This is an optimization exercise on Yosys and OpenROAD, whose aim is small area, a short achievable clock period and few clock cycles, not a production implementation. RTL that was checked went through simulation tests only; none was proved equivalent to the original. Function not checked in runs 4 to 7: the RTL went through the layout flow alone. No activity file was given, so power comes from the tool's default toggle rates.

==> flow/design.v <==
package routing_pkg;
    localparam int WORD_W     = 32;
    localparam int WORD_BYTES = WORD_W / 8;
    localparam int HEADER_WORDS = 4;
    localparam int ENTRY_WORDS  = 6;
    localparam int HEADER_BYTES = HEADER_WORDS * WORD_BYTES;
    localparam int ENTRY_BYTES  = ENTRY_WORDS * WORD_BYTES;
    localparam logic [WORD_W-1:0] HOST_MAGIC   = 32'h484F5354;
    localparam logic [WORD_W-1:0] SWITCH_MAGIC = 32'h53574348;
    localparam int HOST_ENTRY_W = 144;
    localparam int PATH_ENTRY_W = 145;
endpackage
`timescale 1ns/100ps
import routing_pkg::*;
module routing_table_reader
#(
    parameter int ADDR_W      = 16,
    parameter int HOST_IDX_W  = 6,
    parameter int SWITCH_ID_W = 4
) (
    input  logic                    clk,
    input  logic                    rst_n,
    output logic [ADDR_W-1:0]       mem_addr,
    input  logic [WORD_W-1:0]       mem_data,
    input  logic                    load_req,
    output logic                    load_ack,
    output logic                    tables_valid,
    output logic                    parse_error,
    input  logic                    host_req,
    input  logic [HOST_IDX_W-1:0]   host_index,
    output logic                    host_ack,
    output logic                    host_found,
    output logic [HOST_ENTRY_W-1:0] host_entry,
    input  logic                    path_req,
    input  logic [SWITCH_ID_W-1:0]  src_switch,
    input  logic [SWITCH_ID_W-1:0]  dst_switch,
    output logic                    path_ack,
    output logic [PATH_ENTRY_W-1:0] path_entry
);
    localparam int HW = ADDR_W - 3;
    localparam logic [3:0] S_IDLE = 4'd0,
                           S_RD   = 4'd1,
                           S_ACK  = 4'd2,
                           S_L1   = 4'd3,
                           S_L2   = 4'd4,
                           S_L3   = 4'd5,
                           S_L4   = 4'd6,
                           S_L5   = 4'd7,
                           S_LK   = 4'd8;
    logic [3:0]    state;
    logic          sel_host;
    logic [2:0]    ph;
    logic [HW-1:0] ahi;
    logic          a0;
    logic          hc_big;      
    logic [5:0]    hc_lo;       
    logic [HW-1:0] pbase;       
    logic [HW-1:0] kmul;        
    logic          slot0;
    logic [31:0]   slot1, slot2, slot3, slot4;
    logic          found;
    logic [HW-1:0] host_base;
    logic [HW-1:0] path_base;
    logic [HW-1:0] ahi_inc;
    assign found     = hc_big || (host_index < hc_lo);
    assign host_base = HW'(2) + HW'(host_index) * HW'(3);
    assign path_base = pbase + HW'(src_switch) * kmul + HW'(dst_switch) * HW'(3);
    assign ahi_inc   = ahi + 1'b1;
    assign mem_addr = {ahi, a0, 2'b00};
    always_ff @(posedge clk or negedge rst_n) begin
        if (!rst_n) begin
            state        <= S_IDLE;
            sel_host     <= 1'b0;
            ph           <= '0;
            ahi          <= '0;
            a0           <= 1'b0;
            load_ack     <= 1'b0;
            tables_valid <= 1'b0;
            parse_error  <= 1'b0;
            host_ack     <= 1'b0;
            host_found   <= 1'b0;
            path_ack     <= 1'b0;
        end else begin
            case (state)
                S_IDLE: begin
                    if (load_req) begin
                        a0    <= 1'b1;
                        state <= S_L1;
                    end else if (host_req) begin
                        sel_host   <= 1'b1;
                        host_found <= found;
                        if (found) begin
                            ahi   <= host_base;
                            ph    <= 3'd1;
                            state <= S_RD;
                        end else begin
                            host_ack <= 1'b1;
                            state    <= S_ACK;
                        end
                    end else if (path_req) begin
                        sel_host <= 1'b0;
                        ahi      <= path_base;
                        ph       <= 3'd0;
                        state    <= S_RD;
                    end
                end
                S_RD: begin
                    if (ph == 3'd5) begin
                        host_ack <= sel_host;
                        path_ack <= !sel_host;
                        state    <= S_ACK;
                    end else begin
                        ph       <= ph + 1'b1;
                        a0       <= !a0;
                        if (a0) ahi <= ahi_inc;
                    end
                end
                S_ACK: begin
                    if (!(load_ack && load_req) && !(host_ack && host_req)
                        && !(path_ack && path_req)) begin
                        load_ack <= 1'b0;
                        host_ack <= 1'b0;
                        path_ack <= 1'b0;
                        ahi      <= '0;
                        a0       <= 1'b0;
                        state    <= S_IDLE;
                    end
                end
                S_L1: begin
                    if (mem_data != HOST_MAGIC) begin
                        tables_valid <= 1'b0;
                        parse_error  <= 1'b1;
                        load_ack     <= 1'b1;
                        state        <= S_LK;
                    end else begin
                        state <= S_L2;
                    end
                end
                S_L2: begin
                    state <= S_L3;
                end
                S_L3: begin
                    ahi   <= HW'(2) + pbase * HW'(3);
                    a0    <= 1'b0;
                    state <= S_L4;
                end
                S_L4: begin
                    ahi   <= ahi_inc;
                    state <= S_L5;
                end
                S_L5: begin
                    tables_valid <= (mem_data == SWITCH_MAGIC);
                    parse_error  <= (mem_data != SWITCH_MAGIC);
                    load_ack     <= 1'b1;
                    state        <= S_LK;
                end
                S_LK: begin
                    if (!load_req) begin
                        load_ack <= 1'b0;
                        ahi      <= '0;
                        a0       <= 1'b0;
                        state    <= S_IDLE;
                    end else begin
                        state <= S_ACK;
                    end
                end
                default: state <= S_IDLE;
            endcase
        end
    end
    always_ff @(posedge clk) begin
        if (state == S_L2) begin
            hc_big <= |mem_data[31:6];
            hc_lo  <= mem_data[5:0];
            pbase  <= mem_data[HW-1:0];
        end
        if (state == S_L5) begin
            pbase <= ahi_inc;
        end
        if (state == S_LK) begin
            kmul <= (mem_data[HW-1:0] + 1'b1) * HW'(3);
        end
        if (state == S_RD) begin
            if (ph == 3'd1) slot0 <= mem_data[0];
            if (ph == 3'd2) slot1 <= mem_data;
            if (ph == 3'd3) slot2 <= mem_data;
            if (ph == 3'd4) slot3 <= mem_data;
            if (ph == 3'd5) slot4 <= mem_data;
        end
    end
    assign host_entry = {slot1, slot2, slot3[15:0], slot3[31:16],
                         slot4[7:0], slot4[15:8], slot4[23:16], slot4[31:24],
                         mem_data[7:0], mem_data[15:8]};
    assign path_entry = {slot0, slot1[15:0], slot1[31:16], slot2, slot3[15:0], slot3[31:16],
                         slot4[7:0], slot4[15:8], slot4[23:16], slot4[31:24],
                         mem_data[7:0], mem_data[15:8]};
endmodule
==> flow/run.sh <==
#!/bin/bash
# synth_recipe.tcl (not shown) runs the flow's synth.tcl, then flattens the netlist and writes it again
# the make line also repeats each setting of config.mk as NAME=value (left out here)
make -C /OpenROAD-flow-scripts/flow DESIGN_CONFIG=/design/flow/config.mk WORK_HOME=/design/flow/orfs CLKGATE_MAP_FILE= SYNTH_SCRIPT=/design/flow/synth_recipe.tcl finish
==> flow/config.mk <==
export PLATFORM = sky130hd
export DESIGN_NAME = routing_table_reader
export DESIGN_NICKNAME = routing_table_reader
export VERILOG_FILES = /design/flow/design.v
export SDC_FILE = /design/flow/constraint.sdc
export NUM_CORES = 4
export LEC_CHECK = 0
export CAP_MARGIN = 20
export CORE_MARGIN = 2
export CORE_UTILIZATION = 40
export SETUP_SLACK_MARGIN = 4.0
export SLEW_MARGIN = 20
==> flow/constraint.sdc <==
create_clock -name core_clock -period 8.0 [get_ports {clk}]
set_input_delay 1.6000 -clock core_clock [delete_from_list [all_inputs] [get_ports {clk}]]
set_output_delay 1.6000 -clock core_clock [all_outputs]
set_load 0.01 [all_outputs]
==> out/summary.txt, run 1 <==
final setup fails - 0
Cell Rows - 63
Synth cell types - 75
Peak Freq - 201 MHz
CP max FO - 5
Final Max Slew Viols - 0
worst path cell trace - buf_12, and2_4, fa_1, fa_1, fa_1, inv_1, fa_1, inv_2, ha_4, a211oi_4, o21ai_4, a2111oi_4, o21ai_1, nor3b_2, o32a_1
max_slew headroom - 35.7%
Post-Route Setup TNS - 0 ns
ys async rst share - 14.7%
number of synthesized flops with an enable pin - 162
via/cell ratio - 5.19
register area - 5570 µm²
antenna viol nets, final - 0
Synth Register Bits - 190
vias in the first global route - 8977
main combinational cell family by area after synthesis - adder cells
peak supply drop - 146 µV
die area - 31600 µm²
pre-CTS setup slack - 1.73 ns
first drt pass iteration count - 5
# IOs - 362
post-synthesis simple-gate area fraction - 11.0%
Worst path max stage delay - 0.55 ns
IO buf count - 359
Arrival @ worst endpoint - 5.29 ns
non-filler cells, final - 1738
layout net count - 1503
drt drc - 0
htree depth - 4
critical path type - in2reg
Tot Pwr - 4.32 mW
initial cell density of the core - 40.7%
CTS Buf Count - 17
final-report hold violation count - 0
first-pass GRT wire length - 57100 µm
gr usage total - 24.9%
Leak - 6.55 nW
clock buffer depth - 2
leading cell type in the layout, fill and taps excluded - clkdlybuf4s50_1
Clock Skews - 0.0130 ns
FF-to-FF setup slack - 3.73 ns
Main synth FF type - edfxtp_1
root buf cell - clkbuf_16
CP max stage cell - fa_1
Yosys Warn Count - 1
Synth Area in Compound Gates - 9.00%
Netlist Area Pre-Place - 12100 µm²
final wirelength - 39700 µm
P&R area growth vs syn - 37.3%
filler instances - 2529
share of cells above drive strength 1 - 15.0%
Max-Cap Viols - 0
worst-margin pin slew - 0.965 ns
XOR/XNOR Fraction of Synth Area - 4.27%
total clock sinks - 190
Mapped Cells - 1085
post-DR wirelength/cell - 22.9 µm
pin count of the biggest net entering global routing - 35
Crit. End Element - flop
clock period minus worst slack - 4.98 ns
status - no timing/DRC/antenna violations
Final Cell Area - 16600 µm²
Syn Area/Cell - 11.1 µm²
pwr dens - 260 nW/µm²
commonest non-fill, non-tap cells in the layout - clkdlybuf4s50_1 (311), edfxtp_1 (162), inv_1 (87)
post-synthesis mux area share - 0.993%
Clk Latency, worst-skew pair - 0.44 ns
HP Class - reg2reg
cell mode on critical path - fa_1
core area - 29700 µm²
CTS tree - done
RePlAce Congestion - 0.850
final global-route overflow total - 0
DP HPWL - 28700 µm
RSZ-0062 raised after global routing - yes
Worst-path clk slew - 0.08 ns
Final period util - 62.2%
# hold bufs at CTS - 0
CP Data Required Time - 8.32 ns
sequential element share of the synthesized area - 46.0%
Die Ht - 178 µm
DP Cell Count - 1656
multi-input logic area - 5340 µm²
fin worst setup slack - 3.02 ns
Synth Area in Adders - 14.6%
Initial DRC Count - 636
width of the die - 178 µm
via count - 9015
Post-DP Area - 15100 µm²
initial antenna violation count - 2
critical path launch point type - primary input
[final timing paths]
check	from	to	cells after the start
max	src_switch[3]	ahi[11]	15
min in group asynchronous	rst_n	path_ack	2
max reg2reg	kmul[2]	ahi[7]	15
max in group asynchronous	rst_n	ahi[12]	2
min reg2reg	tables_valid	tables_valid	2
min	tables_valid	tables_valid	2
[worst max-delay path, delay by kind of cell]
| kind | cells | cell delay, ns |
|---|---|---|
| AOI/OAI and AO/OA | 5 | 1.02 |
| and+or+nand+nor | 2 | 0.28 |
| buffers and inverters | 3 | 0.21 |
| adders and majority gates | 5 | 2.16 |
[per-stage QoR]
step,hold slack (ns),util [%]
floorplan,0.489,-
global placement,0.454,50.7
detailed placement,0.464,50.7
CTS,0.483,55.0
global route,0.525,55.9
finish,0.477,55.9
[report_power, final]
group / total, mW / internal (mW) / leakage [nW] / switching [mW]
Sequential: 1.32 / 1.19 / 1.81 / 0.135
Combinational: 2.10 / 0.981 / 4.43 / 1.12
Clock: 0.896 / 0.456 / 0.300 / 0.440
[layer usage]
| layer | up-vias | part of all wire, % | wire length, µm | global-route usage (%) |
|---|---|---|---|---|
| li1 | 4140 | - | - | - |
| met1 | 4496 | 39 | 15600 | 30.1 |
| met2 | 322 | 49 | 19400 | 40.6 |
| met3 | 55 | 7.4 | 2920 | 7.50 |
| met4 | 2 | 4.5 | 1770 | 11.8 |
| met5 | - | 0.030 | 12 | 0 |
[timing repair]
item | 4_1_cts | 5_1_grt
endpoints found under the hold margin | 0 | 0
cloned | 1 | 1
setup buffers | 35 | 12
setup endpoints to repair | 52 | 18
resized for setup | 217 | 32
pin swaps | 39 | 47
[cell families (layout without fill, tap and decap cells)]
| logic type | count (synthesis) | in the layout |
|---|---|---|
| other cells | 1 | 3 |
| simple gates | 251 | 251 |
| flops | 190 | 190 |
| mux | 11 | 11 |
| xor+xnor | 59 | 59 |
| compound gates | 166 | 166 |
| buf+inv | 289 | 550 |
| fa+ha+maj | 118 | 118 |
[cells in the mapped netlist (all sizes together), types with 23 or more instances]
cell    instances  area share [%]
buf           169              10
edfxtp        162              40
inv            96             3.0
ha             80             8.3
nand2          77             2.4
o21ai          43             1.8
xnor2          39             2.8
fa             38             6.3
a21oi          36             1.5
and2           35             1.8
nor2           34             1.1
dfrtp          28             5.8
clkbuf         23            0.71
[final cells by class]
class                           instances  share of cell area (%)
Sequential cell                       190                    33.5
Multi-Input combinational cell        607                    32.1
Timing Repair Buffer                  421                    25.5
Tap cell                              390                    2.94
Clock buffer                           18                    2.58
Inverter                               97                    2.21
Clock inverter                         14                    1.12
Antenna cell                            1                  0.0151
[flip-flops by register name, summed over array words and instances, names as in the netlist, 3 cells and up]
register  count
kmul         13
slot3        32
ahi          13
state         4
slot2        32
ph            3
hc_lo         6
pbase        13
slot1        32
slot4        32
Testbench counts, summed over its fixed seeds: cycles 7,409.
==> inputs of run 2 (changes only) <==
--- a/flow/config.mk
+++ b/flow/config.mk
@@ -8,5 +8,4 @@
 export CAP_MARGIN = 20
 export CORE_MARGIN = 2
 export CORE_UTILIZATION = 40
-export SETUP_SLACK_MARGIN = 4.0
 export SLEW_MARGIN = 20
==> out/summary.txt, run 2 <==
status - no timing/DRC/antenna violations
CP max stage cell - clkdlybuf4s50_1
vias in the first global route - 8574 (-4.5%)
gr usage total - 22.9% (-2.0 points)
Hold Startpoint - host_found
final wirelength - 36200 µm (-8.9%)
root buf cell - clkbuf_16
RePlAce Congestion - 0.857 (+0.91%)
Leak - 6.04 nW (-7.7%)
Main synth FF type - edfxtp_1
initial cell density of the core - 40.7% (unchanged)
Peak Freq - 159 MHz (-21%)
first drt pass iteration count - 5 (unchanged)
CP max FO - 11 (+6)
final setup fails - 0 (unchanged)
Synth cell types - 75 (unchanged)
via count - 8574 (-4.9%)
final-report hold violation count - 0 (unchanged)
CP Data Required Time - 8.32 ns (about the same)
top-count cell post-synth - buf_4
max_slew headroom - 33.1% (-2.6 points)
n_diodes - 0 (-1)
Synth Register Bits - 190 (unchanged)
critical path type - in2reg
layout net count - 1450 (-3.5%)
ys async rst share - 14.7% (unchanged)
Syn Area/Cell - 11.1 µm² (unchanged)
worst-margin pin slew - 1.00 ns (+0.0388 ns)
initial antenna violation count - 0 (-2)
r2r worst-path depth - 14 (-1)
# resized after CTS - 0 (-100%)
htree depth - 4 (unchanged)
RSZ-0062 raised after global routing - no
share of cells above drive strength 1 - 4.64% (-10 points)
IO buf count - 359 (unchanged)
critical path launch point type - primary input
Netlist Area Pre-Place - 12100 µm² (unchanged)
via/cell ratio - 5.09 (-1.8%)
# IOs - 362 (unchanged)
Hold Crit Depth - 2 (unchanged)
pin count of the biggest net entering global routing - 33 (-5.7%)
Worst-path clk slew - 0.08 ns (about the same)
final global-route overflow total - 0 (unchanged)
setup repair bufs after CTS - 0 (-100%)
die area - 31600 µm² (unchanged)
pre-CTS setup slack - 1.24 ns (-0.484 ns)
buffer and inverter count on the worst path - 3 (unchanged)
Die Ht - 178 µm (unchanged)
Arrival @ worst endpoint - 6.61 ns (+1.32 ns)
met2 wire len - 17800 µm (-8.2%)
Crit. End Element - flop
pwr dens - 244 nW/µm² (-6.1%)
Clk Latency, worst-skew pair - 0.45 ns (about the same)
CTS Buf Count - 17 (unchanged)
Cell Rows - 63 (unchanged)
Final Hold Slack - 0.480 ns (+0.00269 ns)
hold endpoint - host_found
post-synth top area cell - edfxtp_1
Yosys Warn Count - 1 (unchanged)
first-pass GRT wire length - 53300 µm (-6.6%)
HP Class - reg2reg
clock buffer depth - 2 (unchanged)
width of the die - 178 µm (unchanged)
fin worst setup slack - 1.71 ns (-1.31 ns)
P&R area growth vs syn - 28.5%
DP HPWL - 27500 µm (-4.3%)
Synth area leaders - edfxtp_1 (40%), buf_4 (10%), ha_1 (8.3%)
total clock sinks - 190 (unchanged)
drt drc - 0 (unchanged)
Top Metal Used - met4
Max-Cap Viols - 0 (unchanged)
Synth top area share - 40.2% (unchanged)
cell mode on critical path - fa_1
FF-to-FF setup slack - 3.07 ns (-0.66 ns)
commonest non-fill, non-tap cells in the layout - clkdlybuf4s50_1 (359), edfxtp_1 (162), inv_1 (95)
met3 WL - 2740 µm (-6.2%)
sequential element share of the synthesized area - 46.0% (unchanged)
Mapped Cells - 1085 (unchanged)
CP top delay family - adder cells
Initial DRC Count - 629 (-1.1%)
# hold bufs at CTS - 0 (unchanged)
Clock Skews - 0.0142 ns (+0.00119 ns)
Worst path max stage delay - 0.70 ns (+0.15 ns)
leading cell type in the layout, fill and taps excluded - clkdlybuf4s50_1
reg2reg end - ahi[11]
CTS tree - done
clock period minus worst slack - 6.29 ns (+1.31 ns)
most instantiated cells after synthesis - buf_4 (164), edfxtp_1 (162), inv_1 (95), ha_1 (80), nand2_1 (77)
number of synthesized flops with an enable pin - 162 (unchanged)
antenna viol nets, final - 0 (unchanged)
worst path cell trace - clkdlybuf4s50_1, and2_1, fa_1, fa_1, fa_1, inv_1, fa_1, inv_1, ha_1, o21ai_0, o21ai_1, a2111oi_0, o21ai_0, nor3b_1, o32a_1
worst r2r src - kmul[1]
Metal-1 WL - 14900 µm (-4.9%)
post-DR wirelength/cell - 21.5 µm (-6.0%)
Final Max Slew Viols - 0 (unchanged)
peak supply drop - 139 µV (-4.8%)
Post-Route Setup TNS - 0 ns (unchanged)
core area - 29700 µm² (unchanged)
Final period util - 78.6% (+16 points)
-- run 2: cell types whose count changed in the layout (fill, tap and decap cells not counted), moves of 7 or more --
cell / before / now
clkdlybuf4s50_1: 311 / 359
buf_4: 47 / 9
dlygate4sd2_1: 25 / 0
buf_6: 12 / 0
buf_12: 10 / 0
o21ai_0: 16 / 26
ha_1: 71 / 80
ha_4: 8 / 0
inv_1: 87 / 95
inv_2: 8 / 1
-- run 2: layout make-up --
type                            instances  area [µm²]
Inverter                               97         364
Multi-Input combinational cell        607        4840
Clock inverter                         15         200
Fill cell                            2590       14200
Sequential cell                       190        5570
Tap cell                              390         488
Clock buffer                           17         425
Timing Repair Buffer                  368        3660
-- run 2: worst register-to-register path, stage by stage (launching register included) --
cell and delay [ns]:
edfxtp_1 0.46, and2_1 0.21, fa_1 0.52, fa_1 0.52, fa_1 0.56, inv_1 0.06, fa_1 0.50, inv_1 0.04
ha_1 0.35, o21ai_0 0.24, o21ai_1 0.14, a2111oi_0 0.54, o21ai_0 0.16, nor3b_1 0.17, o32a_1 0.34
-- run 2: layer usage --
metal	vias up	GRT usage [%]
li1	4017	-
met5	-	0
met1	4219	29.2
met2	304	38.0
met3	34	6.26
met4	0	6.86
-- run 2: how the worst max path moves through the flow --
stage               cells after the start     startpoint      end  slack, ns
floorplan                              15  src_switch[2]  ahi[11]       2.13
detailed placement                     15  src_switch[2]  ahi[11]       1.24
global placement                       14  src_switch[2]  ahi[11]       1.38
global route                           15  src_switch[2]  ahi[11]       1.39
CTS                                    15  src_switch[2]  ahi[11]       1.70
finish                                 15  src_switch[2]  ahi[11]       1.71
-- run 2: where the power goes --
part | total [mW] | switching (mW) | internal (mW)
Clock | 0.889 | 0.456 | 0.433
Combinational | 1.58 | 0.892 | 0.687
Sequential | 1.33 | 0.140 | 1.19
-- run 2: cell families (layout without fill, tap and decap cells) --
family	Yosys count	after routing	share of synthesized area [%]
AOI/OAI and AO/OA	166	166	9.00
adders and majority gates	118	118	14.6
xor gates and xnor gates	59	59	4.27
other	1	2	0.0310
DFF	190	190	46.0
and+or+nand+nor	251	251	11.0
muxes	11	11	0.993
buffers and inverters	289	497	14.1
-- run 2: per-stage QoR --
stage	power [mW]	cell area (µm²)	utilization [%]	instances
finish	3.80	15500	52.3	1684
global route	4.04	15500	52.3	1684
CTS	3.81	15500	52.3	1684
detailed placement	2.92	14900	50.2	1652
global placement	2.91	14900	50.2	1652
floorplan	2.38	12100	-	1086
==> inputs of run 3 (changes only) <==
==> flow/flow/run.sh (new file) <==
#!/bin/bash
# Standard synthesis, then the standard layout with plain buffers on the ports.
set -euo pipefail
bash standard.sh synth > synth.log 2>&1
export BUFFER_PORTS_ARGS="-buffer_cell sky130_fd_sc_hd__buf_1"
bash standard.sh finish > layout.log 2>&1
==> flow/standard.sh (new file) <==
#!/bin/bash
# synth_recipe.tcl (not shown) runs the flow's synth.tcl, then flattens the netlist and writes it again
# the make line also repeats each setting of config.mk as NAME=value (left out here)
make -C /OpenROAD-flow-scripts/flow DESIGN_CONFIG=/design/flow/config.mk WORK_HOME=/design/flow/orfs CLKGATE_MAP_FILE= SYNTH_SCRIPT=/design/flow/synth_recipe.tcl "${@:-finish}"
removed: flow/run.sh
==> out/summary.txt, run 3 <==
CTS tree - done
Synth top area share - 40.2% (unchanged)
sequential element share of the synthesized area - 46.0% (unchanged)
Yosys Warn Count - 1 (unchanged)
total clock sinks - 190 (unchanged)
n_diodes - 0 (unchanged)
Initial DRC Count - 590 (-6.2%)
# hold bufs at CTS - 0 (unchanged)
first drt pass iteration count - 5 (unchanged)
max_slew headroom - 36.0% (+2.9 points)
filler instances - 2791 (+7.8%)
RSZ-0062 raised after global routing - no
setup repair bufs after CTS - 0 (unchanged)
gr usage total - 21.2% (-1.7 points)
RePlAce Congestion - 0.871 (+1.6%)
commonest non-fill, non-tap cells in the layout - buf_1 (359), edfxtp_1 (162), inv_1 (95)
clock period minus worst slack - 5.97 ns (-0.319 ns)
final wirelength - 33800 µm (-6.5%)
# resized after CTS - 0 (unchanged)
# IOs - 362 (unchanged)
worst r2r src - kmul[1]
CP max FO - 11 (unchanged)
Hold Startpoint - tables_valid
Mapped Cells - 1085 (unchanged)
IO buf count - 359 (unchanged)
pwr dens - 276 nW/µm² (+13%)
Synth cell types - 75 (unchanged)
Final Hold Slack - 0.474 ns (-0.00573 ns)
number of synthesized flops with an enable pin - 162 (unchanged)
initial antenna violation count - 0 (unchanged)
pin count of the biggest net entering global routing - 35 (+6.1%)
Post-Route Setup TNS - 0 ns (unchanged)
Main synth FF type - edfxtp_1
FF-to-FF setup slack - 3.04 ns (-0.03 ns)
die area - 31600 µm² (unchanged)
clock buffer depth - 2 (unchanged)
vias in the first global route - 8040 (-6.2%)
Final Max Slew Viols - 0 (unchanged)
post-synth top area cell - edfxtp_1
Netlist Area Pre-Place - 12100 µm² (unchanged)
htree depth - 4 (unchanged)
peak supply drop - 163 µV (+17%)
via count - 8630 (+0.65%)
critical path launch point type - primary input
core area - 29700 µm² (unchanged)
final-report hold violation count - 0 (unchanged)
CP Data Required Time - 8.32 ns (about the same)
Leak - 5.07 nW (-16%)
Die Ht - 178 µm (unchanged)
leading cell type in the layout, fill and taps excluded - buf_1
CTS Buf Count - 17 (unchanged)
Synth area leaders - edfxtp_1 (40%), buf_4 (10%), ha_1 (8.3%)
share of cells above drive strength 1 - 4.86% (+0.22 points)
final core occ - 44.8% (-7.5 points)
most instantiated cells after synthesis - buf_4 (164), edfxtp_1 (162), inv_1 (95), ha_1 (80), nand2_1 (77)
post-DR wirelength/cell - 20.1 µm (-6.7%)
Worst-path clk slew - 0.07 ns (about the same)
register area - 5570 µm² (unchanged)
Syn Area/Cell - 11.1 µm² (unchanged)
r2r worst-path depth - 14 (unchanged)
Hold Crit Depth - 2 (unchanged)
HP Class - reg2reg
initial cell density of the core - 40.7% (unchanged)
Max-Cap Viols - 0 (unchanged)
first-pass GRT wire length - 49500 µm (-7.0%)
top-count cell post-synth - buf_4
final global-route overflow total - 0 (unchanged)
root buf cell - clkbuf_16
width of the die - 178 µm (unchanged)
ys async rst share - 14.7% (unchanged)
multi-input logic area - 4840 µm² (unchanged)
status - no timing/DRC/antenna violations
DP HPWL - 26100 µm (-5.0%)
antenna viol nets, final - 0 (unchanged)
Synth Register Bits - 190 (unchanged)
Clock Skews - 0.0112 ns (-0.00297 ns)
worst-margin pin slew - 0.960 ns (-0.0436 ns)
layout net count - 1453 (+0.21%)
Peak Freq - 168 MHz (+5.3%)
final setup fails - 0 (unchanged)
hold endpoint - tables_valid
reg2reg end - ahi[11]
via/cell ratio - 5.12 (+0.47%)
P&R area growth vs syn - 10.2%
Arrival @ worst endpoint - 6.29 ns (-0.32 ns)
Clk Latency, worst-skew pair - 0.45 ns (about the same)
drt drc - 0 (unchanged)
Cell Rows - 63 (unchanged)
critical path type - in2reg
Crit. End Element - flop
Final period util - 74.6% (-4.0 points)
==> run 3: cell counts after synthesis <==
Identical to the previous run, type by type.
==> run 3: kinds of logic after synthesis <==
kind of cell               synth area share, %
AOI/OAI and AO/OA                         9.00
xor gates and xnor gates                  4.27
adders and majority gates                 14.6
buffers and inverters                     14.1
DFF                                       46.0
muxes                                    0.993
other                                   0.0310
and+or+nand+nor                           11.0
==> run 3: worst max-delay path by stage <==
stage                             start      end  depth (start not counted)
after floorplan           src_switch[2]  ahi[11]                         15
after global placement    src_switch[2]  ahi[11]                         14
after detailed placement  src_switch[2]  ahi[11]                         14
after CTS                 src_switch[2]  ahi[11]                         14
after global routing      src_switch[2]  ahi[11]                         14
final                     src_switch[2]  ahi[11]                         14
==> run 3: cell type report <==
class,instances,area share [%]
Clock buffer,17,3.19
Clock inverter,15,1.50
Inverter,97,2.73
Multi-Input combinational cell,607,36.3
Sequential cell,190,41.8
Tap cell,390,3.66
Timing Repair Buffer,371,10.8
==> run 3: metal layers <==
metal	vias up	part of all wire (%)	track usage, %	wire length [µm]
met4	0	2.0	6.01	675
li1	4043	-	-	-
met5	-	0	0	0
met1	4235	43	28.3	14500
met2	324	48	34.2	16300
met3	28	6.9	5.27	2340
==> run 3: where the power goes <==
part	internal [mW]	total (mW)	switching, mW
clock network	0.478	0.897	0.419
logic	0.556	1.46	0.907
registers	1.19	1.31	0.126
==> run 3: metrics by stage <==
step	instance area, µm²	total power [mW]	setup slack, ns	instances
after global routing	13300	3.91	1.79	1687
after detailed placement	12700	2.78	1.62	1655
after floorplan	12100	2.38	2.13	1086
after CTS	13300	3.68	2.09	1687
after global placement	12700	2.77	1.70	1655
final	13300	3.67	2.03	1687
==> run 3: critical path, cell delays in order <==
cell and delay [ns]:
buf_1 0.32, nand2_1 0.13, fa_1 0.51, fa_1 0.54, fa_1 0.56, inv_1 0.05, fa_1 0.46, ha_1 0.38
a211oi_1 0.30, o21ai_1 0.18, a2111oi_0 0.59, o21ai_0 0.16, nor3b_1 0.17, o32a_1 0.34
==> inputs of run 4 (changes only) <==
--- a/flow/design.v
+++ b/flow/design.v
@@ -39,13 +39,13 @@
 );
     localparam int HW = ADDR_W - 3;
     localparam logic [3:0] S_IDLE = 4'd0,
-                           S_RD   = 4'd1,
-                           S_ACK  = 4'd2,
-                           S_L1   = 4'd3,
-                           S_L2   = 4'd4,
-                           S_L3   = 4'd5,
-                           S_L4   = 4'd6,
-                           S_L5   = 4'd7,
+                           S_PA   = 4'd1,
+                           S_RD   = 4'd2,
+                           S_ACK  = 4'd3,
+                           S_L1   = 4'd4,
+                           S_L2   = 4'd5,
+                           S_L3   = 4'd6,
+                           S_L4   = 4'd7,
                            S_LK   = 4'd8;
     logic [3:0]    state;
     logic          sel_host;
@@ -59,12 +59,14 @@
     logic          slot0;
     logic [31:0]   slot1, slot2, slot3, slot4;
     logic          found;
-    logic [HW-1:0] host_base;
+    logic [HW-1:0] tx;          
+    logic [HW-1:0] t3;
     logic [HW-1:0] path_base;
     logic [HW-1:0] ahi_inc;
     assign found     = hc_big || (host_index < hc_lo);
-    assign host_base = HW'(2) + HW'(host_index) * HW'(3);
-    assign path_base = pbase + HW'(src_switch) * kmul + HW'(dst_switch) * HW'(3);
+    assign tx        = (state == S_IDLE) ? HW'(host_index) : mem_data[HW-1:0];
+    assign t3        = tx + (tx << 1) + HW'(2) + HW'(state == S_LK);
+    assign path_base = pbase + HW'(ahi[7:4]) * kmul + HW'(ahi[3:0]) * HW'(3);
     assign ahi_inc   = ahi + 1'b1;
     assign mem_addr = {ahi, a0, 2'b00};
     always_ff @(posedge clk or negedge rst_n) begin
@@ -90,7 +92,7 @@
                         sel_host   <= 1'b1;
                         host_found <= found;
                         if (found) begin
-                            ahi   <= host_base;
+                            ahi   <= t3;
                             ph    <= 3'd1;
                             state <= S_RD;
                         end else begin
@@ -99,10 +101,14 @@
                         end
                     end else if (path_req) begin
                         sel_host <= 1'b0;
-                        ahi      <= path_base;
-                        ph       <= 3'd0;
-                        state    <= S_RD;
+                        ahi      <= HW'({src_switch, dst_switch});
+                        state    <= S_PA;
                     end
+                end
+                S_PA: begin
+                    ahi   <= path_base;
+                    ph    <= 3'd0;
+                    state <= S_RD;
                 end
                 S_RD: begin
                     if (ph == 3'd5) begin
@@ -137,18 +143,15 @@
                     end
                 end
                 S_L2: begin
+                    ahi   <= t3;
+                    a0    <= 1'b0;
                     state <= S_L3;
                 end
                 S_L3: begin
-                    ahi   <= HW'(2) + pbase * HW'(3);
-                    a0    <= 1'b0;
+                    ahi   <= ahi_inc;
                     state <= S_L4;
                 end
                 S_L4: begin
-                    ahi   <= ahi_inc;
-                    state <= S_L5;
-                end
-                S_L5: begin
                     tables_valid <= (mem_data == SWITCH_MAGIC);
                     parse_error  <= (mem_data != SWITCH_MAGIC);
                     load_ack     <= 1'b1;
@@ -172,13 +175,12 @@
         if (state == S_L2) begin
             hc_big <= |mem_data[31:6];
             hc_lo  <= mem_data[5:0];
-            pbase  <= mem_data[HW-1:0];
         end
-        if (state == S_L5) begin
+        if (state == S_L4) begin
             pbase <= ahi_inc;
         end
         if (state == S_LK) begin
-            kmul <= (mem_data[HW-1:0] + 1'b1) * HW'(3);
+            kmul <= t3;
         end
         if (state == S_RD) begin
             if (ph == 3'd1) slot0 <= mem_data[0];
==> flow/run.sh (new file) <==
#!/bin/bash
# synth_recipe.tcl (not shown) runs the flow's synth.tcl, then flattens the netlist and writes it again
# the make line also repeats each setting of config.mk as NAME=value (left out here)
make -C /OpenROAD-flow-scripts/flow DESIGN_CONFIG=/design/flow/config.mk WORK_HOME=/design/flow/orfs CLKGATE_MAP_FILE= SYNTH_SCRIPT=/design/flow/synth_recipe.tcl finish
--- a/flow/config.mk
+++ b/flow/config.mk
@@ -8,4 +8,5 @@
 export CAP_MARGIN = 20
 export CORE_MARGIN = 2
 export CORE_UTILIZATION = 40
+export SETUP_SLACK_MARGIN = 4.5
 export SLEW_MARGIN = 20
removed: flow/flow/run.sh
removed: flow/standard.sh
==> out/summary.txt, run 4 <==
status - no timing/DRC/antenna violations
final-report hold violation count - 0 (unchanged)
total clock sinks - 190 (unchanged)
Synth area leaders - edfxtp_1 (43%), buf_4 (11%), fa_1 (6.6%)
Post-Route Setup TNS - 0 ns (unchanged)
Worst-path clk slew - 0.08 ns (about the same)
clock period minus worst slack - 4.42 ns (-1.55 ns)
die area - 29400 µm² (-7.1%)
Worst path max stage delay - 0.54 ns (-0.05 ns)
Syn Area/Cell - 11.7 µm² (+4.5%)
# IOs - 362 (unchanged)
clock buffer depth - 2 (unchanged)
final core occ - 55.2% (+10 points)
initial cell density of the core - 40.5% (-0.19 points)
vias in the first global route - 7981 (-0.73%)
post-DR wirelength/cell - 21.4 µm (+6.8%)
worst r2r src - kmul[3]
peak supply drop - 410 µV (+150%)
HP Class - reg2reg
CP Data Required Time - 8.31 ns (about the same)
core area - 27700 µm² (-6.8%)
ys async rst share - 14.7% (unchanged)
share of cells above drive strength 1 - 17.8% (+13 points)
Yosys Warn Count - 1 (unchanged)
leading cell type in the layout, fill and taps excluded - clkdlybuf4s50_1
gr usage total - 23.3% (+2.1 points)
n_diodes - 0 (unchanged)
CTS Buf Count - 17 (unchanged)
pwr dens - 434 nW/µm² (+57%)
P&R area growth vs syn - 36.3%
first-pass GRT wire length - 50000 µm (+0.96%)
worst path cell trace - and2_4, fa_1, inv_2, fa_1, inv_2, fa_1, inv_2, fa_1, inv_2, ha_4, nor2b_4, o21ai_4, a21boi_4, buf_4, or3_1, a32oi_2, a31oi_1
pin count of the biggest net entering global routing - 34 (-2.9%)
commonest non-fill, non-tap cells in the layout - clkdlybuf4s50_1 (303), edfxtp_1 (162), inv_1 (81)
Crit. End Element - flop
final setup fails - 0 (unchanged)
Synth Register Bits - 190 (unchanged)
final global-route overflow total - 0 (unchanged)
Main synth FF type - edfxtp_1
layout net count - 1350 (-7.1%)
Leak - 5.97 nW (+18%)
Initial DRC Count - 574 (-2.7%)
htree depth - 4 (unchanged)
reg2reg end - ahi[7]
post-synth top area cell - edfxtp_1
CP max FO - 4 (-7)
# hold bufs at CTS - 0 (unchanged)
worst setup path endpoint - ahi[7]
FF-to-FF setup slack - 3.58 ns (+0.54 ns)
Cell Rows - 61 (-3.2%)
root buf cell - clkbuf_16
DP HPWL - 25300 µm (-3.0%)
max_slew headroom - 36.1% (+0.12 points)
via/cell ratio - 5.01 (-2.1%)
CP max stage cell - fa_1
RSZ-0062 raised after global routing - yes
drt drc - 0 (unchanged)
IO buf count - 359 (unchanged)
final wirelength - 34200 µm (+0.93%)
number of synthesized flops with an enable pin - 162 (unchanged)
Crit. Startpoint - kmul[3]
worst-margin pin slew - 0.953 ns (-0.00700 ns)
Peak Freq - 226 MHz (+35%)
first drt pass iteration count - 6 (+1)
Die Ht - 171 µm (-3.6%)
Final Hold Slack - 0.492 ns (+0.0179 ns)
Final period util - 55.2% (-19 points)
Final Max Slew Viols - 0 (unchanged)
Arrival @ worst endpoint - 4.73 ns (-1.56 ns)
critical path launch point type - flop
Mapped Cells - 963 (-11%)
most instantiated cells after synthesis - buf_4 (165), edfxtp_1 (162), inv_1 (92), nand2_1 (60), ha_1 (59)
initial antenna violation count - 0 (unchanged)
Netlist Area Pre-Place - 11200 µm² (-7.2%)
width of the die - 171 µm (-3.6%)
Clk Latency, worst-skew pair - 0.45 ns (about the same)
antenna viol nets, final - 0 (unchanged)
Synth cell types - 66 (-12%)
sequential element share of the synthesized area - 49.6% (+3.6 points)
CTS tree - done
Clock Skews - 0.0129 ns (+0.00175 ns)
via count - 7983 (-7.5%)
r2r worst-path depth - 17 (+3)
Max-Cap Viols - 0 (unchanged)
Synth top area share - 43.4% (+3.1 points)
critical path type - reg2reg
top-count cell post-synth - buf_4
RePlAce Congestion - 0.821 (-5.8%)
==> run 4: cells by family after synthesis <==
family,Yosys count,synth area share (%)
multiplexers,17,1.59
AND/OR/NAND/NOR,220,10.4
adder cells (fa/ha/maj),96,13.2
other,1,0.0334
buffers and inverters,276,14.9
XOR/XNOR,35,2.73
flip-flops,190,49.6
AO/OA/AOI/OAI,128,7.57
==> run 4: layout make-up <==
class	instances	area, µm²
fillers	2414	12400
clock buffers	18	429
repair buffers	402	3840
clock inverters	14	180
inverters	93	349
flip-flops and latches	190	5580
multi-input cells	499	4440
well taps	378	473
==> run 4: worst max-delay path: cells and delay by family (launching register included) <==
kind,cells,cell delay (ns)
compound gates,4,0.61
simple gates,3,0.66
fa+ha+maj,5,2.23
flops,1,0.47
buf+inv,5,0.32
==> run 4: how the worst min path moves through the flow <==
stage / from / end / slack [ns] / cells past startpoint
after CTS: parse_error / parse_error / 0.50 / 1
after detailed placement: parse_error / parse_error / 0.48 / 1
after global routing: parse_error / parse_error / 0.52 / 1
after global placement: parse_error / parse_error / 0.47 / 1
after floorplan: sel_host / sel_host / 0.47 / 2
final: parse_error / parse_error / 0.49 / 1
==> run 4: per-stage QoR <==
stage          std cells  cell area [µm²]  power, mW  setup slack, ns
6_report            1594            15300       6.63             3.58
5_1_grt             1594            15300       7.16             3.46
4_1_cts             1584            15100       6.39             3.57
3_5_place_dp        1523            14200       5.14             3.06
3_3_place_gp        1523            14200       5.11             3.09
2_1_floorplan        964            11400       4.24             3.86
==> run 4: what timing repair did <==
| item | in CTS | in global routing |
|---|---|---|
| setup buffers | 28 | 10 |
| gates resized for setup | 301 | 34 |
| setup endpoints to repair | 66 | 28 |
| pin swaps | 25 | 19 |
| gates cloned | 1 | 0 |
==> run 4: metal layers <==
layer / track usage (%) / vias up / share of wire [%]
met1: 30.0 / 3984 / 42
li1: - / 3658 / -
met3: 5.64 / 34 / 7.2
met5: 0 / - / 0
met2: 39.7 / 307 / 49
met4: 5.31 / 0 / 1.4
==> run 4: power breakdown <==
part	switching (mW)	internal [mW]	leakage (nW)
clock	0.444	0.429	0.294
sequential	0.151	1.24	1.80
combinational	2.26	2.10	3.88
total	2.86	3.77	5.97
==> inputs of run 5 (changes only) <==
==> flow/flow/run.sh (new file) <==
#!/bin/bash
# Standard synthesis, then the standard layout with plain buffers on the ports.
set -euo pipefail
bash standard.sh synth > synth.log 2>&1
export BUFFER_PORTS_ARGS="-buffer_cell sky130_fd_sc_hd__buf_1"
bash standard.sh finish > layout.log 2>&1
==> flow/standard.sh (new file) <==
#!/bin/bash
# synth_recipe.tcl (not shown) runs the flow's synth.tcl, then flattens the netlist and writes it again
# the make line also repeats each setting of config.mk as NAME=value (left out here)
make -C /OpenROAD-flow-scripts/flow DESIGN_CONFIG=/design/flow/config.mk WORK_HOME=/design/flow/orfs CLKGATE_MAP_FILE= SYNTH_SCRIPT=/design/flow/synth_recipe.tcl "${@:-finish}"
removed: flow/run.sh
==> out/summary.txt, run 5 <==
status - no timing/DRC/antenna violations
peak supply drop - 309 µV (-24%)
Clock Skews - 0.0118 ns (-0.00110 ns)
initial antenna violation count - 0 (unchanged)
sequential share of power - 21.2% (+0.2 points)
Synth top area share - 43.4% (unchanged)
Worst-path clk slew - 0.08 ns (about the same)
core area - 27700 µm² (unchanged)
Crit. Startpoint - ahi[5]
Initial DRC Count - 575 (+0.17%)
top-count cell post-synth - buf_4
Crit. End Element - flop
NetSw - 2.83 mW (-0.99%)
total clock sinks - 190 (unchanged)
first drt pass iteration count - 5 (-1)
CTS Buf Count - 17 (unchanged)
post-synth top area cell - edfxtp_1
max_slew headroom - 34.9% (-1.2 points)
via/cell ratio - 5.03 (+0.49%)
Synth Register Bits - 190 (unchanged)
pin count of the biggest net entering global routing - 34 (unchanged)
multi-input logic area - 4320 µm² (-2.6%)
Syn Area/Cell - 11.7 µm² (unchanged)
final global-route overflow total - 0 (unchanged)
post-DR wirelength/cell - 20.2 µm (-5.8%)
antenna viol nets, final - 0 (unchanged)
Synth cell types - 66 (unchanged)
pwr dens - 488 nW/µm² (+12%)
share of cells above drive strength 1 - 17.3% (-0.49 points)
Final Max Slew Viols - 0 (unchanged)
Worst path max stage delay - 0.57 ns (+0.03 ns)
worst-margin pin slew - 0.972 ns (+0.0186 ns)
# IOs - 362 (unchanged)
Netlist Area Pre-Place - 11200 µm² (unchanged)
width of the die - 171 µm (unchanged)
Clk Latency, worst-skew pair - 0.45 ns (about the same)
vias in the first global route - 7681 (-3.8%)
FF-to-FF setup slack - 3.72 ns (+0.14 ns)
P_int - 3.64 mW (-3.4%)
register area - 5580 µm² (about the same)
Final period util - 53.5% (-1.7 points)
Arrival @ worst endpoint - 4.60 ns (-0.13 ns)
Die Ht - 171 µm (unchanged)
CP top delay family - adder cells
final setup fails - 0 (unchanged)
CP Data Required Time - 8.32 ns (about the same)
Hold Startpoint - parse_error
Final Hold Slack - 0.503 ns (+0.0107 ns)
sequential element share of the synthesized area - 49.6% (unchanged)
non-filler cells, final - 1596 (+0.13%)
drt drc - 0 (unchanged)
filler instances - 2534 (+5.0%)
# hold bufs at CTS - 0 (unchanged)
Clock Power Share - 13.2% (about the same)
CP max stage cell - fa_1
root buf cell - clkbuf_16
Yosys Warn Count - 1 (unchanged)
most instantiated cells after synthesis - buf_4 (165), edfxtp_1 (162), inv_1 (92), nand2_1 (60), ha_1 (59)
Main synth FF type - edfxtp_1
CP max FO - 6 (+2)
critical path type - reg2reg
critical path launch point type - flop
Mapped Cells - 963 (unchanged)
htree depth - 4 (unchanged)
leading cell type in the layout, fill and taps excluded - buf_1
gr usage total - 21.7% (-1.6 points)
number of synthesized flops with an enable pin - 162 (unchanged)
DP HPWL - 23200 µm (-8.5%)
Leak - 5.08 nW (-15%)
HP Class - reg2reg
DP Cell Count - 1524 (+0.066%)
die area - 29400 µm² (unchanged)
Comb power frac - 65.6% (-0.2 points)
clock period minus worst slack - 4.28 ns (-0.139 ns)
final wirelength - 32200 µm (-5.7%)
commonest non-fill, non-tap cells in the layout - buf_1 (312), edfxtp_1 (162), inv_1 (81)
RePlAce Congestion - 0.851 (+3.7%)
CTS tree - done
Tot Pwr - 6.47 mW (-2.4%)
Post-Route Setup TNS - 0 ns (unchanged)
Max-Cap Viols - 0 (unchanged)
first-pass GRT wire length - 46600 µm (-6.9%)
ys async rst share - 14.7% (unchanged)
RSZ-0062 raised after global routing - yes
via count - 8032 (+0.61%)
P&R area growth vs syn - 18.3%
clock buffer depth - 2 (unchanged)
Sw Share - 43.7% (+0.61 points)
buffer and inverter count on the worst path - 3 (-2)
initial cell density of the core - 40.5% (unchanged)
cell mode on critical path - fa_1
Peak Freq - 234 MHz (+3.3%)
worst r2r src - ahi[5]
IO buf count - 359 (unchanged)
Cell Rows - 61 (unchanged)
layout net count - 1350 (unchanged)
worst path cell trace - and2_4, fa_1, fa_1, fa_1, inv_1, fa_1, inv_2, ha_4, o21a_1, a21boi_2, buf_4, or3_1, a32oi_1, a31oi_1
Synth area leaders - edfxtp_1 (43%), buf_4 (11%), fa_1 (6.6%)
final-report hold violation count - 0 (unchanged)
run 5: cell counts after synthesis:
No cell type changed its count.
run 5: per-layer routing:
| layer | vias to the layer above | global-route usage [%] | share of wire, % |
|---|---|---|---|
| li1 | 3661 | - | - |
| met1 | 3990 | 29.7 | 44 |
| met2 | 339 | 33.7 | 46 |
| met3 | 42 | 5.11 | 6.9 |
| met4 | 0 | 7.66 | 2.5 |
| met5 | - | 0 | 0 |
run 5: power groups by stage:
| stage | clock (mW) | combinational (mW) | sequential, mW |
|---|---|---|---|
| after floorplan | 0 | 2.87 | 1.37 |
| after global placement | 0 | 3.54 | 1.44 |
| after detailed placement | 0 | 3.57 | 1.44 |
| after CTS | 0.873 | 3.88 | 1.37 |
| final | 0.857 | 4.24 | 1.37 |
| after global routing | 0.908 | 4.69 | 1.39 |
run 5: area by class of cell:
| cell class | instances | area share, % |
|---|---|---|
| flip-flops and latches | 190 | 42.0 |
| clock inverters | 15 | 1.28 |
| diodes | 2 | 0.0377 |
| clock buffers | 17 | 3.21 |
| multi-input cells | 499 | 32.6 |
| repair buffers | 402 | 14.7 |
| inverters | 93 | 2.63 |
| well taps | 378 | 3.56 |
run 5: worst paths after layout:
kind,end,cells past startpoint
worst min register to register,parse_error,1
worst max-delay path,ahi[7],14
worst max register to register,ahi[7],14
max in group asynchronous,ahi[6],1
worst min-delay path,parse_error,1
min in group asynchronous,host_found,1
run 5: per-stage QoR:
stage / cell area [µm²] / utilization [%] / setup WS [ns]
finish: 13300 / 47.9 / 3.72
global route: 13300 / 47.9 / 3.58
CTS: 13100 / 47.2 / 3.73
detailed placement: 12000 / 43.2 / 3.32
global placement: 12000 / 43.2 / 3.48
floorplan: 11400 / - / 3.86
run 5: cell families (layout without fill, tap and decap cells):
group                      Yosys count  count (layout)  synth area share, %
buffers and inverters              276             527                 14.9
and+or+nand+nor                    220             220                 10.4
DFF                                190             190                 49.6
AOI/OAI and AO/OA                  128             129                 7.57
adders and majority gates           96              96                 13.2
xor gates and xnor gates            35              35                 2.73
muxes                               17              17                 1.59
other                                1               4               0.0334
run 5: what timing repair did:
| item | in CTS | in global routing |
|---|---|---|
| endpoints found under the setup margin | 54 | 34 |
| setup buffers | 26 | 10 |
| resized for setup | 103 | 39 |
| hold endpoints to repair | 0 | 0 |
| pin swaps | 16 | 35 |
| cloned | 1 | 1 |
==> inputs of run 6 (changes only) <==
--- a/flow/config.mk
+++ b/flow/config.mk
@@ -5,6 +5,7 @@
 export SDC_FILE = /design/flow/constraint.sdc
 export NUM_CORES = 4
 export LEC_CHECK = 0
+export ABC_CLOCK_PERIOD_IN_PS = 3000
 export CAP_MARGIN = 20
 export CORE_MARGIN = 2
 export CORE_UTILIZATION = 40
==> out/summary.txt, run 6 <==
status - no timing/DRC/antenna violations
root buf cell - clkbuf_16
Initial DRC Count - 575 (unchanged)
hold endpoint - parse_error
reg2reg end - ahi[7]
Synth top area share - 43.4% (unchanged)
peak supply drop - 309 µV (unchanged)
share of cells above drive strength 1 - 17.3% (unchanged)
CP Data Required Time - 8.32 ns (about the same)
Final Cell Area - 13300 µm² (unchanged)
top-count cell post-synth - buf_4
drt drc - 0 (unchanged)
number of synthesized flops with an enable pin - 162 (unchanged)
Final Max Slew Viols - 0 (unchanged)
Sw Share - 43.7% (unchanged)
vias in the first global route - 7681 (unchanged)
CTS tree - done
Clock Power Share - 13.2% (about the same)
P_int - 3.64 mW (unchanged)
Synth Register Bits - 190 (unchanged)
via count - 8032 (unchanged)
Cell Rows - 61 (unchanged)
max_slew headroom - 34.9% (unchanged)
post-synth top area cell - edfxtp_1
via/cell ratio - 5.03 (unchanged)
core area - 27700 µm² (unchanged)
FF-to-FF setup slack - 3.72 ns (about the same)
initial cell density of the core - 40.5% (unchanged)
critical path launch point type - flop
DP HPWL - 23200 µm (unchanged)
Comb power frac - 65.6% (about the same)
sequential share of power - 21.2% (about the same)
fin worst setup slack - 3.72 ns (unchanged)
# IOs - 362 (unchanged)
Top Metal Used - met4
Final period util - 53.5% (unchanged)
CP max FO - 6 (unchanged)
final setup fails - 0 (unchanged)
met3 WL - 2220 µm (unchanged)
total clock sinks - 190 (unchanged)
Netlist Area Pre-Place - 11200 µm² (unchanged)
final core occ - 47.9% (unchanged)
Mapped Cells - 963 (unchanged)
first drt pass iteration count - 5 (unchanged)
first-pass GRT wire length - 46600 µm (unchanged)
Crit. End Element - flop
final wirelength - 32200 µm (unchanged)
critical path type - reg2reg
Worst-path clk slew - 0.08 ns (about the same)
Peak Freq - 234 MHz (unchanged)
antenna viol nets, final - 0 (unchanged)
ys async rst share - 14.7% (unchanged)
gr usage total - 21.7% (unchanged)
Max-Cap Viols - 0 (unchanged)
Post-Route Setup TNS - 0 ns (unchanged)
post-DR wirelength/cell - 20.2 µm (unchanged)
multi-input logic area - 4320 µm² (unchanged)
Arrival @ worst endpoint - 4.60 ns (about the same)
CTS Buf Count - 17 (unchanged)
r2r worst-path depth - 14 (unchanged)
pwr dens - 488 nW/µm² (unchanged)
Clock Skews - 0.0118 ns (unchanged)
leading cell type in the layout, fill and taps excluded - buf_1
NetSw - 2.83 mW (unchanged)
final-report hold violation count - 0 (unchanged)
Main synth FF type - edfxtp_1
Clk Latency, worst-skew pair - 0.45 ns (about the same)
HP Class - reg2reg
register area - 5580 µm² (unchanged)
clock period minus worst slack - 4.28 ns (unchanged)
Die Ht - 171 µm (unchanged)
Synth cell types - 66 (unchanged)
worst r2r src - ahi[5]
commonest non-fill, non-tap cells in the layout - buf_1 (312), edfxtp_1 (162), inv_1 (81)
met2 wire len - 14900 µm (unchanged)
Leak - 5.08 nW (unchanged)
pre-CTS setup slack - 3.32 ns (unchanged)
most instantiated cells after synthesis - buf_4 (165), edfxtp_1 (162), inv_1 (92), nand2_1 (60), ha_1 (59)
Final Hold Slack - 0.503 ns (unchanged)
initial antenna violation count - 0 (unchanged)
Yosys Warn Count - 1 (unchanged)
sequential element share of the synthesized area - 49.6% (unchanged)
layout net count - 1350 (unchanged)
Post-DP Area - 12000 µm² (unchanged)
pin count of the biggest net entering global routing - 34 (unchanged)
Hold Crit Depth - 1 (unchanged)
die area - 29400 µm² (unchanged)
width of the die - 171 µm (unchanged)
non-filler cells, final - 1596 (unchanged)
worst-margin pin slew - 0.972 ns (unchanged)
Metal-1 WL - 14300 µm (unchanged)
final global-route overflow total - 0 (unchanged)
RePlAce Congestion - 0.851 (unchanged)
filler instances - 2534 (unchanged)
RSZ-0062 raised after global routing - yes
htree depth - 4 (unchanged)
DP Cell Count - 1524 (unchanged)
clock buffer depth - 2 (unchanged)
Syn Area/Cell - 11.7 µm² (unchanged)
IO buf count - 359 (unchanged)
Synth area leaders - edfxtp_1 (43%), buf_4 (11%), fa_1 (6.6%)
Tot Pwr - 6.47 mW (unchanged)
Hold Startpoint - parse_error
P&R area growth vs syn - 18.3% (unchanged)
-- run 6: logic make-up after synthesis --
group           share of synthesized area, %
simple gates                            10.4
xor+xnor                                2.73
buf+inv                                 14.9
compound gates                          7.57
fa+ha+maj                               13.2
flops                                   49.6
other cells                           0.0334
mux                                     1.59
-- run 6: cell type report --
| class | instances | area share [%] |
|---|---|---|
| Multi-Input combinational cell | 499 | 32.6 |
| Inverter | 93 | 2.63 |
| Antenna cell | 2 | 0.0377 |
| Tap cell | 378 | 3.56 |
| Sequential cell | 190 | 42.0 |
| Timing Repair Buffer | 402 | 14.7 |
| Clock buffer | 17 | 3.21 |
| Clock inverter | 15 | 1.28 |
-- run 6: what timing repair did --
action	in CTS	in global routing
cloned	1	1
gates resized for setup	103	39
endpoints found under the setup margin	54	34
hold buffers	0	0
setup buffers	26	10
pin swaps	16	35
hold endpoints to repair	0	0
-- run 6: critical path: stages (launching register included) --
cell and delay, ns:
dfrtp_2 0.49, and2_4 0.17, fa_1 0.57, fa_1 0.45, fa_1 0.49, inv_1 0.05
fa_1 0.50, inv_2 0.05, ha_4 0.23, o21a_1 0.20, a21boi_2 0.18, buf_4 0.13
or3_1 0.30, a32oi_1 0.23, a31oi_1 0.11
-- run 6: routing by layer --
| layer | track usage [%] | up-vias |
|---|---|---|
| li1 | - | 3661 |
| met1 | 29.7 | 3990 |
| met2 | 33.7 | 339 |
| met3 | 5.11 | 42 |
| met4 | 7.66 | 0 |
| met5 | 0 | - |
-- run 6: power groups by stage --
stage                     sequential (mW)  combinational, mW  clock [mW]
after CTS                            1.37               3.88       0.873
after floorplan                      1.37               2.87           0
final                                1.37               4.24       0.857
after detailed placement             1.44               3.57           0
after global placement               1.44               3.54           0
after global routing                 1.39               4.69       0.908
-- run 6: how the worst max path moves through the flow --
stage / to / slack, ns / cells after the start / from
after global placement: ahi[9] / 3.48 / 14 / mem_data[1]
final: ahi[7] / 3.72 / 14 / ahi[5]
after CTS: ahi[9] / 3.73 / 14 / ahi[5]
after global routing: ahi[9] / 3.58 / 17 / kmul[3]
after detailed placement: ahi[9] / 3.32 / 14 / mem_data[1]
after floorplan: ahi[9] / 3.86 / 15 / ahi[5]
==> inputs of run 7 (changes only) <==
--- a/flow/design.v
+++ b/flow/design.v
@@ -46,29 +46,37 @@
                            S_L2   = 4'd5,
                            S_L3   = 4'd6,
                            S_L4   = 4'd7,
-                           S_LK   = 4'd8;
+                           S_L5   = 4'd8,
+                           S_L6   = 4'd9,
+                           S_L7   = 4'd10;
     logic [3:0]    state;
     logic          sel_host;
     logic [2:0]    ph;
     logic [HW-1:0] ahi;
     logic          a0;
+    logic [3:0]    s_q;         
     logic          hc_big;      
     logic [5:0]    hc_lo;       
     logic [HW-1:0] pbase;       
     logic [HW-1:0] kmul;        
     logic          slot0;
     logic [31:0]   slot1, slot2, slot3, slot4;
+    logic          loading;
     logic          found;
-    logic [HW-1:0] tx;          
-    logic [HW-1:0] t3;
-    logic [HW-1:0] path_base;
+    logic [7:0]    host_base;
+    logic [HW-1:0] row_off;
+    logic [HW-1:0] mac;
     logic [HW-1:0] ahi_inc;
+    assign loading   = (state == S_IDLE) ? load_req : (state >= S_L1);
     assign found     = hc_big || (host_index < hc_lo);
-    assign tx        = (state == S_IDLE) ? HW'(host_index) : mem_data[HW-1:0];
-    assign t3        = tx + (tx << 1) + HW'(2) + HW'(state == S_LK);
-    assign path_base = pbase + HW'(ahi[7:4]) * kmul + HW'(ahi[3:0]) * HW'(3);
+    assign host_base = 8'd2 + 8'(host_index) * 8'd3;
+    assign row_off   = pbase + HW'(dst_switch) * HW'(3);
+    assign mac       = ahi + HW'(s_q) * kmul;
     assign ahi_inc   = ahi + 1'b1;
     assign mem_addr = {ahi, a0, 2'b00};
+    always_ff @(posedge clk) begin
+        s_q <= loading ? 4'd3 : src_switch;
+    end
     always_ff @(posedge clk or negedge rst_n) begin
         if (!rst_n) begin
             state        <= S_IDLE;
@@ -92,7 +100,7 @@
                         sel_host   <= 1'b1;
                         host_found <= found;
                         if (found) begin
-                            ahi   <= t3;
+                            ahi   <= HW'(host_base);
                             ph    <= 3'd1;
                             state <= S_RD;
                         end else begin
@@ -101,12 +109,12 @@
                         end
                     end else if (path_req) begin
                         sel_host <= 1'b0;
-                        ahi      <= HW'({src_switch, dst_switch});
+                        ahi      <= row_off;
                         state    <= S_PA;
                     end
                 end
                 S_PA: begin
-                    ahi   <= path_base;
+                    ahi   <= mac;
                     ph    <= 3'd0;
                     state <= S_RD;
                 end
@@ -137,35 +145,39 @@
                         tables_valid <= 1'b0;
                         parse_error  <= 1'b1;
                         load_ack     <= 1'b1;
-                        state        <= S_LK;
+                        state        <= S_ACK;
                     end else begin
                         state <= S_L2;
                     end
                 end
                 S_L2: begin
-                    ahi   <= t3;
+                    ahi   <= HW'(2);
+                    state <= S_L3;
+                end
+                S_L3: begin
+                    ahi   <= mac;
                     a0    <= 1'b0;
-                    state <= S_L3;
-                end
-                S_L3: begin
+                    state <= S_L4;
+                end
+                S_L4: begin
                     ahi   <= ahi_inc;
-                    state <= S_L4;
-                end
-                S_L4: begin
+                    state <= S_L5;
+                end
+                S_L5: begin
                     tables_valid <= (mem_data == SWITCH_MAGIC);
                     parse_error  <= (mem_data != SWITCH_MAGIC);
                     load_ack     <= 1'b1;
-                    state        <= S_LK;
-                end
-                S_LK: begin
-                    if (!load_req) begin
-                        load_ack <= 1'b0;
-                        ahi      <= '0;
-                        a0       <= 1'b0;
-                        state    <= S_IDLE;
-                    end else begin
-                        state <= S_ACK;
-                    end
+                    state        <= S_L6;
+                end
+                S_L6: begin
+                    if (!load_req) load_ack <= 1'b0;
+                    ahi   <= HW'(3);
+                    state <= S_L7;
+                end
+                S_L7: begin
+                    if (!load_req) load_ack <= 1'b0;
+                    ahi   <= '0;
+                    state <= (load_ack && load_req) ? S_ACK : S_IDLE;
                 end
                 default: state <= S_IDLE;
             endcase
@@ -176,11 +188,13 @@
             hc_big <= |mem_data[31:6];
             hc_lo  <= mem_data[5:0];
         end
-        if (state == S_L4) begin
+        if (state == S_L5) begin
             pbase <= ahi_inc;
         end
-        if (state == S_LK) begin
-            kmul <= t3;
+        if (state == S_L2 || state == S_L6) begin
+            kmul <= mem_data[HW-1:0];
+        end else if (state == S_L7) begin
+            kmul <= mac;
         end
         if (state == S_RD) begin
             if (ph == 3'd1) slot0 <= mem_data[0];
--- a/flow/config.mk
+++ b/flow/config.mk
@@ -5,7 +5,6 @@
 export SDC_FILE = /design/flow/constraint.sdc
 export NUM_CORES = 4
 export LEC_CHECK = 0
-export ABC_CLOCK_PERIOD_IN_PS = 3000
 export CAP_MARGIN = 20
 export CORE_MARGIN = 2
 export CORE_UTILIZATION = 40
==> out/summary.txt, run 7 <==
Sw Share - 44.3% (+0.55 points)
Main synth FF type - edfxtp_1
Clk Latency, worst-skew pair - 0.45 ns (about the same)
Clock Skews - 0.0192 ns (+0.00735 ns)
# hold bufs at CTS - 0 (unchanged)
first-pass GRT wire length - 45900 µm (-1.5%)
commonest non-fill, non-tap cells in the layout - buf_1 (314), edfxtp_1 (162), inv_1 (74)
first drt pass iteration count - 5 (unchanged)
CTS tree - done
NetSw - 3.05 mW (+7.7%)
pwr dens - 538 nW/µm² (+10%)
ys async rst share - 14.4% (-0.30 points)
DP HPWL - 24300 µm (+4.7%)
n_diodes - 0 (-2)
clock period minus worst slack - 3.88 ns (-0.398 ns)
pre-CTS setup slack - 3.86 ns (+0.533 ns)
drt drc - 0 (unchanged)
worst path cell trace - and2_4, fa_1, fa_1, inv_1, fa_1, inv_2, ha_4, o21ai_0, nor2_1, o2111ai_4, a311oi_2, xnor2_1, nand2b_1, o211ai_1
cell mode on critical path - fa_1
CP Data Required Time - 8.30 ns (-0.02 ns)
Max-Cap Viols - 0 (unchanged)
share of cells above drive strength 1 - 13.3% (-4.0 points)
width of the die - 170 µm (-0.66%)
final wirelength - 32000 µm (-0.75%)
final-report hold violation count - 0 (unchanged)
sequential element share of the synthesized area - 51.0% (+1.4 points)
Comb power frac - 63.8% (-1.8 points)
Netlist Area Pre-Place - 11100 µm² (-1.3%)
worst r2r src - kmul[6]
htree depth - 4 (unchanged)
layout net count - 1307 (-3.2%)
Worst-path clk slew - 0.08 ns (about the same)
CP max stage cell - fa_1
Yosys Warn Count - 1 (unchanged)
Worst path max stage delay - 0.54 ns (-0.03 ns)
max_slew headroom - 38.5% (+3.6 points)
sequential share of power - 23.1% (+1.9 points)
fin worst setup slack - 4.12 ns (+0.398 ns)
Leak - 4.81 nW (-5.4%)
CTS Buf Count - 17 (unchanged)
Final Hold Slack - 0.479 ns (-0.0235 ns)
clock buffer depth - 2 (unchanged)
Hold Startpoint - tables_valid
Syn Area/Cell - 11.4 µm² (-2.1%)
gr usage total - 21.6% (-0.10 points)
Crit. End Element - flop
Synth top area share - 43.9% (+0.59 points)
CP max FO - 4 (-2)
Synth area leaders - edfxtp_1 (44%), buf_4 (11%), dfrtp_1 (6.3%)
hold endpoint - tables_valid
Cell Rows - 60 (-1.6%)
Die Ht - 170 µm (-0.66%)
IO buf count - 359 (unchanged)
critical path type - reg2reg
Post-Route Setup TNS - 0 ns (unchanged)
FF-to-FF setup slack - 4.12 ns (+0.40 ns)
HP Class - reg2reg
via count - 7769 (-3.3%)
Final Max Slew Viols - 0 (unchanged)
initial cell density of the core - 41.0% (+0.46 points)
final setup fails - 0 (unchanged)
core area - 27000 µm² (-2.5%)
antenna viol nets, final - 0 (unchanged)
Synth Register Bits - 194 (+2.1%)
P&R area growth vs syn - 15.4%
Arrival @ worst endpoint - 4.18 ns (-0.42 ns)
final global-route overflow total - 0 (unchanged)
reg2reg end - ahi[12]
leading cell type in the layout, fill and taps excluded - buf_1
pin count of the biggest net entering global routing - 34 (unchanged)
initial antenna violation count - 0 (unchanged)
Clock Power Share - 13.1% (about the same)
total clock sinks - 194 (+2.1%)
worst-margin pin slew - 0.923 ns (-0.0491 ns)
status - no timing/DRC/antenna violations
Synth cell types - 70 (+6.1%)
Final period util - 48.5% (-5.0 points)
peak supply drop - 427 µV (+38%)
Mapped Cells - 970 (+0.73%)
die area - 29000 µm² (-1.3%)
root buf cell - clkbuf_16
most instantiated cells after synthesis - buf_4 (164), edfxtp_1 (162), inv_1 (78), nand2_1 (75), nor2_1 (51)
top-count cell post-synth - buf_4
vias in the first global route - 7408 (-3.6%)
# IOs - 362 (unchanged)
Initial DRC Count - 661 (+15%)
post-DR wirelength/cell - 20.9 µm (+3.4%)
Crit. Startpoint - kmul[6]
number of synthesized flops with an enable pin - 162 (unchanged)
via/cell ratio - 5.07 (+0.77%)
Hold Crit Depth - 2 (+1)
r2r worst-path depth - 14 (unchanged)
post-synth top area cell - edfxtp_1
critical path launch point type - flop
RSZ-0062 raised after global routing - yes
non-filler cells, final - 1532 (-4.0%)
DP Cell Count - 1487 (-2.4%)
final core occ - 47.3% (-0.63 points)
Peak Freq - 258 MHz (+10%)
P_int - 3.83 mW (+5.3%)
RePlAce Congestion - 0.842 (-1.1%)
==> run 7: cell count changes in the layout (fill, tap and decap cells not counted), moves of 8 or more <==
cell / before / now
dfrtp_1: 17 / 28
buf_6: 32 / 22
nor2_1: 34 / 47
buf_4: 35 / 20
dfrtp_2: 11 / 0
nand2b_1: 9 / 17
nand2_1: 60 / 69
a21oi_1: 26 / 17
ha_1: 46 / 36
inv_2: 12 / 4
nor2b_1: 14 / 5
o21ai_0: 16 / 38
==> run 7: final cells by class <==
type	instances	area (µm²)
repair buffers	376	1680
well taps	341	427
flip-flops and latches	194	5650
multi-input cells	511	4100
clock buffers	17	425
clock inverters	15	199
fillers	2495	14200
inverters	78	293
==> run 7: logic make-up (layout without fill, tap and decap cells) <==
family,count (synthesis),in the layout,share of synthesized area [%]
simple gates,248,248,11.2
flops,194,194,51.0
compound gates,143,143,8.64
mux,3,3,0.283
xor+xnor,36,36,2.85
buf+inv,266,486,14.8
fa+ha+maj,79,79,11.2
other cells,1,2,0.0339
==> run 7: worst max path at each step <==
stage                   to  depth (start not counted)
2_1_floorplan      ahi[11]                         11
6_report           ahi[12]                         14
3_3_place_gp   parse_error                          7
3_5_place_dp   parse_error                          7
4_1_cts            ahi[11]                         14
5_1_grt            ahi[12]                         14
==> run 7: timing repair <==
item                       CTS  global route
buffers inserted            11             2
hold endpoints to repair     0             0
setup endpoints to repair   52            34
resized for setup           93            33
pin swaps                   17             7
==> run 7: through the flow <==
stage / total power, mW / instance area, µm²
global route: 7.40 / 12800
floorplan: 4.25 / 11200
global placement: 4.99 / 11700
detailed placement: 5.06 / 11700
CTS: 6.45 / 12600
finish: 6.88 / 12800
==> run 7: routing by layer <==
metal | wire, µm | GRT usage, % | share of wire [%] | vias up
met4 | 440 | 5.87 | 1.4 | 0
met3 | 1910 | 3.84 | 6.0 | 18
met2 | 15800 | 36.1 | 50 | 295
met5 | 0 | 0 | 0 | -
met1 | 13800 | 28.9 | 43 | 3849
li1 | - | - | - | 3607
==> run 7: worst max-delay path: cells and delay by family (launching register included) <==
family / cells / cell delay [ns]
DFF: 1 / 0.46
buffers and inverters: 2 / 0.12
AOI/OAI and AO/OA: 4 / 0.61
and+or+nand+nor: 3 / 0.55
adders and majority gates: 4 / 1.81
xor gates and xnor gates: 1 / 0.20
==> run 7: power by group through the flow <==
stage / logic (mW) / clock network, mW / registers, mW
2_1_floorplan: 2.70 / 0 / 1.54
3_3_place_gp: 3.38 / 0 / 1.61
3_5_place_dp: 3.45 / 0 / 1.61
4_1_cts: 3.95 / 0.914 / 1.59
5_1_grt: 4.82 / 0.956 / 1.62
6_report: 4.39 / 0.898 / 1.59

## separate check: timing with driven ports
The results above use ideal ports. As a check the final layouts listed here were re-extracted and re-timed, cells and wires unchanged. Step 1 (the two cells are an assumption about what drives the block):
set clk [get_ports {clk}]
set_driving_cell -lib_cell sky130_fd_sc_hd__clkbuf_16 $clk
set_driving_cell -lib_cell sky130_fd_sc_hd__buf_2 [delete_from_list [all_inputs] $clk]
Step 2 times the ports against the registers' clock, not the clock port: input delays grow and output delays shrink by t, the midpoint of the rising clock arrivals with the driver on. Slacks: no drivers / after step 1 / after step 2; pairs: no drivers / after step 1.
| run | shift t [ns] | setup slack, ns | hold slack, ns | worst setup path at the end |
|---|---|---|---|---|
| run 1 | 0.485 | 3.024 / 2.952 / 2.467 | 0.477 / 0.477 / 0.477 | input to register |
| run 2 | 0.488 | 1.713 / 1.732 / 1.244 | 0.480 / 0.480 / 0.480 | input to register |
| run 3 | 0.487 | 2.032 / 2.038 / 1.551 | 0.474 / 0.474 / 0.474 | input to register |
| run 4 | 0.489 | 3.580 / 3.580 / 3.580 | 0.492 / 0.492 / 0.492 | register to register |
| run 5 | 0.490 | 3.720 / 3.720 / 3.720 | 0.503 / 0.503 / 0.503 | register to register |
| run 6 | 0.490 | 3.720 / 3.720 / 3.720 | 0.503 / 0.503 / 0.503 | register to register |
| run 7 | 0.485 | 4.118 / 4.118 / 3.922 | 0.479 / 0.479 / 0.479 | input to register |
After both steps setup and hold are still met in every run listed. The setup slack of run 1, which loses most, moves by -0.072 ns with the drivers and by -0.557 ns with both steps.
